Background: an optimization exercise with open tools, aiming at small area, a short achievable clock period and few clock cycles. Do not read the settings as production practice. At most, simulation tests tie the RTL to the original design; equivalence was not proved. Power and IR drop assume default switching activity.

==> exp/xenon <==
==> flow/design.v <==
`timescale 1ns/1ps
module rv_core (
  input  logic                 clk,
  input  logic                 rst_n,
  input  logic                 icache_resp,
  input  logic [32-1:0]  icache_rdata,
  output logic [32-1:0]  icache_address,
  output logic                 icache_read,
  input  logic                 dcache_resp,
  input  logic [32-1:0]  dcache_rdata,
  output logic [32-1:0]  dcache_address,
  output logic                 dcache_read,
  output logic                 dcache_write,
  output logic [32-1:0]  dcache_wdata,
  output logic [4-1:0] dcache_mbe
);
  function automatic logic [32:0] ks_add(input logic [31:0] a, input logic [31:0] b,
                                         input logic cin);
    logic [31:0] g, p, gg, pp, gn, pn, s;
    g    = a & b;
    p    = a ^ b;
    g[0] = g[0] | (p[0] & cin);
    gg   = g;
    pp   = p;
    for (int d = 1; d < 32; d = d * 2) begin
      for (int i = 0; i < 32; i++) begin
        if (i >= d) begin
          gn[i] = gg[i] | (pp[i] & gg[i-d]);
          pn[i] = pp[i] & pp[i-d];
        end else begin
          gn[i] = gg[i];
          pn[i] = pp[i];
        end
      end
      gg = gn;
      pp = pn;
    end
    s[0] = p[0] ^ cin;
    for (int i = 1; i < 32; i++) s[i] = p[i] ^ gg[i-1];
    ks_add = {gg[31], s};
  endfunction
  logic        fr;           
  logic        lds;          
  logic [29:0] pc;
  logic        d_wr, d_ld, d_st, d_op, d_opi, d_lui, d_use1, d_use2;
  logic [31:7] d_w;
  logic        e_wr, e_ld, e_st;
  logic [4:0]  e_rd;
  logic [2:0]  e_f3;
  logic [31:0] e_a, e_b, e_sd;    
  logic        e_fsl;              
  logic        e_rsub, e_uns, e_arith;
  logic        e_radd, e_rcmp, e_rxor, e_ror, e_rand, e_rsl, e_rsr;
  logic        m_we, m_dr, m_dw;
  logic [4:0]  m_rd;
  logic [2:0]  m_f3;
  logic [31:0] m_res;
  logic [31:0] m_wdata;
  logic [3:0]  m_mbe;
  logic [31:0] rf [1:31];
  logic go;
  assign go = ~(fr & ~icache_resp) & ~((m_dr | m_dw) & ~dcache_resp);
  assign icache_read    = fr;
  assign icache_address = {pc, 2'b00};
  assign dcache_read    = m_dr;
  assign dcache_write   = m_dw;
  assign dcache_address = {m_res[31:2], 2'b00};
  assign dcache_wdata   = m_wdata;
  assign dcache_mbe     = m_mbe;
  logic [31:0] ld_sh, ld_val, m_final;
  always_comb begin
    ld_sh = dcache_rdata >> {m_res[1:0], 3'b000};
    case (m_f3)
      3'b000:  ld_val = {{24{ld_sh[7]}}, ld_sh[7:0]};
      3'b001:  ld_val = {{16{ld_sh[15]}}, ld_sh[15:0]};
      3'b100:  ld_val = {24'b0, ld_sh[7:0]};
      3'b101:  ld_val = {16'b0, ld_sh[15:0]};
      default: ld_val = dcache_rdata;
    endcase
    m_final = m_dr ? ld_val : m_res;
  end
  always_ff @(posedge clk) begin
    for (int i = 1; i < 32; i++) begin
      if (go && m_we && m_rd == 5'(i)) rf[i] <= m_final;
    end
  end
  logic [31:0] iw;
  logic        f_op, f_opi, f_lui, f_ld, f_st, f_use1, f_use2, f_wr, ldu;
  always_comb begin
    iw     = icache_rdata;
    f_op   = iw[6:0] == 7'b0110011;
    f_opi  = iw[6:0] == 7'b0010011;
    f_lui  = iw[6:0] == 7'b0110111;
    f_ld   = iw[6:0] == 7'b0000011;
    f_st   = iw[6:0] == 7'b0100011 &&
             (iw[14:12] == 3'b000 || iw[14:12] == 3'b001 || iw[14:12] == 3'b010);
    f_use1 = f_op | f_opi | f_ld | f_st;
    f_use2 = f_op | f_st;
    f_wr   = (f_op | f_opi | f_lui | f_ld) & (iw[11:7] != 5'd0);
    ldu    = d_ld & d_wr & ((f_use1 & (iw[19:15] == d_w[11:7])) |
                            (f_op & (iw[24:20] == d_w[11:7])));
  end
  always_ff @(posedge clk) begin
    if (!rst_n) begin
      fr  <= 1'b0;
      lds <= 1'b0;
    end else if (go) begin
      fr  <= ~(fr & ldu);
      lds <= fr & ldu;
    end
  end
  always_ff @(posedge clk) begin
    if (!rst_n) begin
      pc <= '0;
    end else if (go && fr) begin
      pc <= pc + 30'd1;
    end
  end
  always_ff @(posedge clk) begin
    if (!rst_n) begin
      d_wr <= 1'b0;
      d_ld <= 1'b0;
      d_st <= 1'b0;
    end else if (go && !lds) begin
      d_wr <= fr & f_wr;
      d_ld <= fr & f_ld;
      d_st <= fr & f_st;
    end
  end
  always_ff @(posedge clk) begin
    if (go && !lds) begin
      d_op   <= f_op;
      d_opi  <= f_opi;
      d_lui  <= f_lui;
      d_use1 <= f_use1;
      d_use2 <= f_use2;
      d_w    <= iw[31:7];
    end
  end
  logic [4:0]  d_rs1, d_rs2, d_rd;
  logic [2:0]  d_f3;
  logic [31:1] s1, s2;
  logic [31:0] r1, r2, a_val, b_val;
  logic        byp1, byp2, fwd_ok, fa_n, fb_n, fs_n;
  logic [31:0] sd_val, imm, res;
  always_comb begin
    d_rs1 = d_w[19:15];
    d_rs2 = d_w[24:20];
    d_rd  = d_w[11:7];
    d_f3  = d_w[14:12];
    for (int i = 1; i < 32; i++) begin
      s1[i] = d_use1 & (d_rs1 == 5'(i));
      s2[i] = d_use2 & (d_rs2 == 5'(i));
    end
    r1 = '0;
    r2 = '0;
    for (int i = 1; i < 32; i++) begin
      r1 = r1 | ({32{s1[i]}} & rf[i]);
      r2 = r2 | ({32{s2[i]}} & rf[i]);
    end
    byp1  = m_we & d_use1 & (m_rd == d_rs1);
    byp2  = m_we & d_use2 & (m_rd == d_rs2);
    a_val  = byp1 ? m_final : r1;
    sd_val = byp2 ? m_final : r2;
    if (d_lui)     imm = {d_w[31:12], 12'b0};
    else if (d_st) imm = {{20{d_w[31]}}, d_w[31:25], d_w[11:7]};
    else           imm = {{20{d_w[31]}}, d_w[31:20]};
    b_val = d_op ? sd_val : imm;
    fwd_ok = e_wr & ~e_ld;
    fa_n   = fwd_ok & d_use1 & (e_rd == d_rs1);
    fb_n   = fwd_ok & d_op & (e_rd == d_rs2);
    fs_n   = fwd_ok & d_st & (e_rd == d_rs2);
  end
  always_ff @(posedge clk) begin
    if (!rst_n) begin
      e_wr <= 1'b0;
      e_ld <= 1'b0;
      e_st <= 1'b0;
    end else if (go) begin
      e_wr <= d_wr & ~lds;
      e_ld <= d_ld & ~lds;
      e_st <= d_st & ~lds;
    end
  end
  always_ff @(posedge clk) begin
    if (go && !lds) begin
      e_rd     <= d_rd;
      e_f3     <= d_f3;
      e_a      <= ({32{fa_n & e_radd}} & sum) | ({32{fa_n & e_rsub}} & dif) |
                  ({32{fa_n}} & oth) | ({32{~fa_n}} & a_val);
      e_b      <= ({32{fb_n & e_radd}} & sum) | ({32{fb_n & e_rsub}} & dif) |
                  ({32{fb_n}} & oth) | ({32{~fb_n}} & b_val);
      e_sd     <= fs_n ? res : sd_val;
      e_fsl    <= e_ld & d_st & (e_rd == d_rs2);
      e_uns    <= d_f3[0];
      e_arith  <= d_w[30];
      e_radd   <= ~(d_op | d_opi) | (d_f3 == 3'b000 & ~(d_op & d_w[30]));
      e_rsub   <= d_op & d_f3 == 3'b000 & d_w[30];
      e_rcmp   <= (d_op | d_opi) & d_f3[2:1] == 2'b01;
      e_rxor   <= (d_op | d_opi) & d_f3 == 3'b100;
      e_ror    <= (d_op | d_opi) & d_f3 == 3'b110;
      e_rand   <= (d_op | d_opi) & d_f3 == 3'b111;
      e_rsl    <= (d_op | d_opi) & d_f3 == 3'b001;
      e_rsr    <= (d_op | d_opi) & d_f3 == 3'b101;
    end
  end
  logic [31:0] op_a, op_b, stv, oth, sum, sh_in, sh_out, sh_res, st_sh;
  logic [32:0] dif33, sum33;
  logic [31:0] dif;
  logic        lt, ltu, cmp;
  logic [1:0]  off;
  logic [3:0]  mbe;
  always_comb begin
    op_a  = e_a;
    op_b  = e_b;
    stv   = e_fsl ? m_final : e_sd;
    sum33 = ks_add(op_a, op_b, 1'b0);
    sum   = sum33[31:0];
    dif33 = ks_add(op_a, ~op_b, 1'b1);
    dif   = dif33[31:0];
    lt    = (op_a[31] ^ op_b[31]) ? op_a[31] : dif[31];
    ltu   = ~dif33[32];
    cmp   = e_uns ? ltu : lt;
    for (int i = 0; i < 32; i++) sh_in[i] = e_rsl ? op_a[31 - i] : op_a[i];
    sh_out = 32'($signed({e_rsr & e_arith & op_a[31], sh_in}) >>> op_b[4:0]);
    for (int i = 0; i < 32; i++) sh_res[i] = e_rsl ? sh_out[31 - i] : sh_out[i];
    oth = ({32{e_rcmp}} & {31'b0, cmp}) |
          ({32{e_rxor}} & (op_a ^ op_b)) |
          ({32{e_ror}}  & (op_a | op_b)) |
          ({32{e_rand}} & (op_a & op_b)) |
          ({32{e_rsl | e_rsr}} & sh_res);
    res = ({32{e_radd}} & sum) | ({32{e_rsub}} & dif) | oth;
    off   = sum[1:0];
    st_sh = stv << {off, 3'b000};
    case (e_f3[1:0])
      2'b00:   mbe = 4'b0001 << off;
      2'b01:   mbe = 4'b0011 << off;
      default: mbe = 4'b1111;
    endcase
  end
  always_ff @(posedge clk) begin
    if (!rst_n) begin
      m_we <= 1'b0;
      m_dr <= 1'b0;
      m_dw <= 1'b0;
    end else if (go) begin
      m_we <= e_wr;
      m_dr <= e_ld;
      m_dw <= e_st;
    end
  end
  always_ff @(posedge clk) begin
    if (go) begin
      m_rd    <= e_rd;
      m_f3    <= e_f3;
      m_res   <= res;
      m_wdata <= (e_f3[1:0] == 2'b10) ? stv : st_sh;
      m_mbe   <= mbe;
    end
  end
endmodule
==> flow/run.sh <==
#!/bin/bash
# synth_recipe.tcl (not shown) runs the flow's synth.tcl, then flattens the netlist and writes it again
# the make line also repeats each setting of config.mk as NAME=value (left out here)
make -C /OpenROAD-flow-scripts/flow DESIGN_CONFIG=/design/flow/config.mk WORK_HOME=/design/flow/orfs CLKGATE_MAP_FILE= SYNTH_SCRIPT=/design/flow/synth_recipe.tcl finish
==> flow/config.mk <==
export PLATFORM = sky130hd
export DESIGN_NAME = rv_core
export DESIGN_NICKNAME = rv_core
export VERILOG_FILES = /design/flow/design.v
export SDC_FILE = /design/flow/constraint.sdc
export NUM_CORES = 4
export LEC_CHECK = 0
export CAP_MARGIN = 20
export CORE_MARGIN = 2
export CORE_UTILIZATION = 40
export SETUP_SLACK_MARGIN = 4
export SLEW_MARGIN = 20
==> flow/constraint.sdc <==
create_clock -name core_clock -period 8.0 [get_ports {clk}]
set_input_delay 1.6000 -clock core_clock [delete_from_list [all_inputs] [get_ports {clk}]]
set_output_delay 1.6000 -clock core_clock [all_outputs]
set_load 0.01 [all_outputs]
==> exp/tundra: changes against exp/xenon <==
--- a/flow/design.v
+++ b/flow/design.v
@@ -15,29 +15,4 @@
   output logic [4-1:0] dcache_mbe
 );
-  function automatic logic [32:0] ks_add(input logic [31:0] a, input logic [31:0] b,
-                                         input logic cin);
-    logic [31:0] g, p, gg, pp, gn, pn, s;
-    g    = a & b;
-    p    = a ^ b;
-    g[0] = g[0] | (p[0] & cin);
-    gg   = g;
-    pp   = p;
-    for (int d = 1; d < 32; d = d * 2) begin
-      for (int i = 0; i < 32; i++) begin
-        if (i >= d) begin
-          gn[i] = gg[i] | (pp[i] & gg[i-d]);
-          pn[i] = pp[i] & pp[i-d];
-        end else begin
-          gn[i] = gg[i];
-          pn[i] = pp[i];
-        end
-      end
-      gg = gn;
-      pp = pn;
-    end
-    s[0] = p[0] ^ cin;
-    for (int i = 1; i < 32; i++) s[i] = p[i] ^ gg[i-1];
-    ks_add = {gg[31], s};
-  endfunction
   logic        fr;           
   logic        lds;          
@@ -48,7 +23,8 @@
   logic [4:0]  e_rd;
   logic [2:0]  e_f3;
-  logic [31:0] e_a, e_b, e_sd;    
-  logic        e_fsl;              
-  logic        e_rsub, e_uns, e_arith;
+  logic [31:0] e_a, e_b;
+  logic [11:0] e_imm;
+  logic        e_selimm, e_fa, e_fb;
+  logic        e_sub, e_uns, e_arith;
   logic        e_radd, e_rcmp, e_rxor, e_ror, e_rand, e_rsl, e_rsr;
   logic        m_we, m_dr, m_dw;
@@ -142,6 +118,5 @@
   logic [31:1] s1, s2;
   logic [31:0] r1, r2, a_val, b_val;
-  logic        byp1, byp2, fwd_ok, fa_n, fb_n, fs_n;
-  logic [31:0] sd_val, imm, res;
+  logic        byp1, byp2;
   always_comb begin
     d_rs1 = d_w[19:15];
@@ -161,14 +136,6 @@
     byp1  = m_we & d_use1 & (m_rd == d_rs1);
     byp2  = m_we & d_use2 & (m_rd == d_rs2);
-    a_val  = byp1 ? m_final : r1;
-    sd_val = byp2 ? m_final : r2;
-    if (d_lui)     imm = {d_w[31:12], 12'b0};
-    else if (d_st) imm = {{20{d_w[31]}}, d_w[31:25], d_w[11:7]};
-    else           imm = {{20{d_w[31]}}, d_w[31:20]};
-    b_val = d_op ? sd_val : imm;
-    fwd_ok = e_wr & ~e_ld;
-    fa_n   = fwd_ok & d_use1 & (e_rd == d_rs1);
-    fb_n   = fwd_ok & d_op & (e_rd == d_rs2);
-    fs_n   = fwd_ok & d_st & (e_rd == d_rs2);
+    a_val = d_lui ? {d_w[31:12], 12'b0} : (byp1 ? m_final : r1);
+    b_val = byp2 ? m_final : r2;
   end
   always_ff @(posedge clk) begin
@@ -187,14 +154,15 @@
       e_rd     <= d_rd;
       e_f3     <= d_f3;
-      e_a      <= ({32{fa_n & e_radd}} & sum) | ({32{fa_n & e_rsub}} & dif) |
-                  ({32{fa_n}} & oth) | ({32{~fa_n}} & a_val);
-      e_b      <= ({32{fb_n & e_radd}} & sum) | ({32{fb_n & e_rsub}} & dif) |
-                  ({32{fb_n}} & oth) | ({32{~fb_n}} & b_val);
-      e_sd     <= fs_n ? res : sd_val;
-      e_fsl    <= e_ld & d_st & (e_rd == d_rs2);
+      e_a      <= a_val;
+      e_b      <= b_val;
+      e_imm    <= d_st ? {d_w[31:25], d_w[11:7]} : (d_lui ? 12'b0 : d_w[31:20]);
+      e_selimm <= ~d_op;
+      e_fa     <= e_wr & d_use1 & (e_rd == d_rs1);
+      e_fb     <= e_wr & d_use2 & (e_rd == d_rs2);
+      e_sub    <= (d_op & d_f3 == 3'b000 & d_w[30]) |
+                  ((d_op | d_opi) & d_f3[2:1] == 2'b01);
       e_uns    <= d_f3[0];
       e_arith  <= d_w[30];
-      e_radd   <= ~(d_op | d_opi) | (d_f3 == 3'b000 & ~(d_op & d_w[30]));
-      e_rsub   <= d_op & d_f3 == 3'b000 & d_w[30];
+      e_radd   <= ~(d_op | d_opi) | d_f3 == 3'b000;
       e_rcmp   <= (d_op | d_opi) & d_f3[2:1] == 2'b01;
       e_rxor   <= (d_op | d_opi) & d_f3 == 3'b100;
@@ -205,30 +173,29 @@
     end
   end
-  logic [31:0] op_a, op_b, stv, oth, sum, sh_in, sh_out, sh_res, st_sh;
-  logic [32:0] dif33, sum33;
-  logic [31:0] dif;
+  logic [31:0] op_a, rs2v, op_b, stv, bx, sum, sh_in, sh_out, sh_res, res, st_sh;
+  logic [32:0] sum33;
   logic        lt, ltu, cmp;
   logic [1:0]  off;
   logic [3:0]  mbe;
   always_comb begin
-    op_a  = e_a;
-    op_b  = e_b;
-    stv   = e_fsl ? m_final : e_sd;
-    sum33 = ks_add(op_a, op_b, 1'b0);
+    op_a  = e_fa ? m_res : e_a;
+    rs2v  = e_fb ? m_res : e_b;
+    op_b  = e_selimm ? {{20{e_imm[11]}}, e_imm} : rs2v;
+    stv   = e_fb ? m_final : e_b;
+    bx    = op_b ^ {32{e_sub}};
+    sum33 = {1'b0, op_a} + {1'b0, bx} + {32'b0, e_sub};
     sum   = sum33[31:0];
-    dif33 = ks_add(op_a, ~op_b, 1'b1);
-    dif   = dif33[31:0];
-    lt    = (op_a[31] ^ op_b[31]) ? op_a[31] : dif[31];
-    ltu   = ~dif33[32];
+    lt    = (op_a[31] ^ op_b[31]) ? op_a[31] : sum[31];
+    ltu   = ~sum33[32];
     cmp   = e_uns ? ltu : lt;
     for (int i = 0; i < 32; i++) sh_in[i] = e_rsl ? op_a[31 - i] : op_a[i];
     sh_out = 32'($signed({e_rsr & e_arith & op_a[31], sh_in}) >>> op_b[4:0]);
     for (int i = 0; i < 32; i++) sh_res[i] = e_rsl ? sh_out[31 - i] : sh_out[i];
-    oth = ({32{e_rcmp}} & {31'b0, cmp}) |
+    res = ({32{e_radd}} & sum) |
+          ({32{e_rcmp}} & {31'b0, cmp}) |
           ({32{e_rxor}} & (op_a ^ op_b)) |
           ({32{e_ror}}  & (op_a | op_b)) |
           ({32{e_rand}} & (op_a & op_b)) |
           ({32{e_rsl | e_rsr}} & sh_res);
-    res = ({32{e_radd}} & sum) | ({32{e_rsub}} & dif) | oth;
     off   = sum[1:0];
     st_sh = stv << {off, 3'b000};
SETUP_SLACK_MARGIN = unset   (was 4)
==> exp/violet: changes against exp/xenon <==
--- a/flow/design.v
+++ b/flow/design.v
@@ -82,5 +82,5 @@
   always_ff @(posedge clk) begin
     for (int i = 1; i < 32; i++) begin
-      if (go && m_we && m_rd == 5'(i)) rf[i] <= m_final;
+      if (m_we && m_rd == 5'(i)) rf[i] <= m_final;
     end
   end
@@ -232,5 +232,8 @@
     res = ({32{e_radd}} & sum) | ({32{e_rsub}} & dif) | oth;
     off   = sum[1:0];
-    st_sh = stv << {off, 3'b000};
+    st_sh[7:0]   = stv[7:0];
+    st_sh[15:8]  = (e_f3[1] | (e_f3[0] & off == 2'd0)) ? stv[15:8] : stv[7:0];
+    st_sh[23:16] = e_f3[1] ? stv[23:16] : ((e_f3[0] & off == 2'd1) ? stv[15:8] : stv[7:0]);
+    st_sh[31:24] = e_f3[1] ? stv[31:24] : ((e_f3[0] & off == 2'd2) ? stv[15:8] : stv[7:0]);
     case (e_f3[1:0])
       2'b00:   mbe = 4'b0001 << off;
@@ -255,5 +258,5 @@
       m_f3    <= e_f3;
       m_res   <= res;
-      m_wdata <= (e_f3[1:0] == 2'b10) ? stv : st_sh;
+      m_wdata <= st_sh;
       m_mbe   <= mbe;
     end
ABC_AREA = 1   (was unset)
SETUP_SLACK_MARGIN = 5   (was 4)
==> reports/summary.json <==
{
  "dpl.hpwl_mm": 240,
  "multi_input_gate_share_of_the_layout_cell_area_pct": 32.5,
  "startpoint": "d_w[16]",
  "status": "timing/DRC/antenna clean",
  "met2WireLength_mm": 159,
  "timing.critical_path.depth": 11,
  "post-place-cells": 9843
}
Source of the figures above: exp/violet

==> reports/summary.json <==
{
  "status": "timing/DRC/antenna clean",
  "multi_input_gate_share_of_the_layout_cell_area_pct": 32.7,
  "largest_register": "rf",
  "post-place-cells": 7121,
  "timing.critical_path.depth": 22,
  "met2WireLength_mm": 125,
  "layout_common_cells": "edfxtp_1 (1212), a22oi_1 (722), nand2_1 (364)",
  "static-leakage-power_nw": 25.4,
  "critical_path.endpoint_type": "flip-flop",
  "startpoint": "e_a[8]"
}
Source of the figures above: exp/xenon

==> reports/summary.json <==
{
  "track_usage_pct": 37.7,
  "nonClockInverterCount": 101,
  "critPathMaxStageDelay_ps": 980,
  "yosys.cell_count.top_type": "edfxtp_1",
  "status": "timing/DRC/antenna clean",
  "timing.critical_path.cells": "mux2i_1, o21ai_2, buf_4, inv_2, xnor2_1, inv_1, fa_1, nor2b_1, o2111ai_1, nand3_1, nand2_1, and3_1, o41ai_1, xor2_1, a221o_1, a211o_1",
  "critical_path.endpoint_type": "flip-flop",
  "routedWlPerCell_um": 43.1,
  "met2WireLength_mm": 119,
  "multi_input_gate_share_of_the_layout_cell_area_pct": 32.1
}
Source of the figures above: exp/tundra

Testbench counts of exp/xenon, summed over its fixed seeds: cycles 10,686.
Testbench counts of exp/violet, summed over its fixed seeds: cycles 10,686.
Function not checked in exp/tundra: the RTL went through the layout flow alone.

re-timing with driven ports:
Ports are ideal in the flow. The routed layouts listed here were re-timed in OpenROAD.
Step 1: set_driving_cell puts a clkbuf_16 on clk and a buf_2 on each other input, an assumption about the parent block.
Step 2 moves the port delays by t, midway between the first and last clock arrival at a register: inputs arrive t later, outputs are due t later. That takes back most of the time a late clock gives input paths.
Slacks: ideal ports / drivers / drivers and shift; pairs: ideal ports / drivers.
run	t (ns)	setup WS [ns]	clock arrival spread, ns
exp/xenon	0.883	3.366 / 3.366 / 3.096	0.079 / 0.079
exp/tundra	0.873	2.289 / 2.289 / 2.289	0.044 / 0.044
exp/violet	0.899	4.690 / 4.690 / 4.096	0.048 / 0.048
After both steps setup and hold are still met in every run listed. For exp/violet, which loses most, drivers alone change the setup slack by 0.000 ns; drivers and shift together by -0.594 ns.
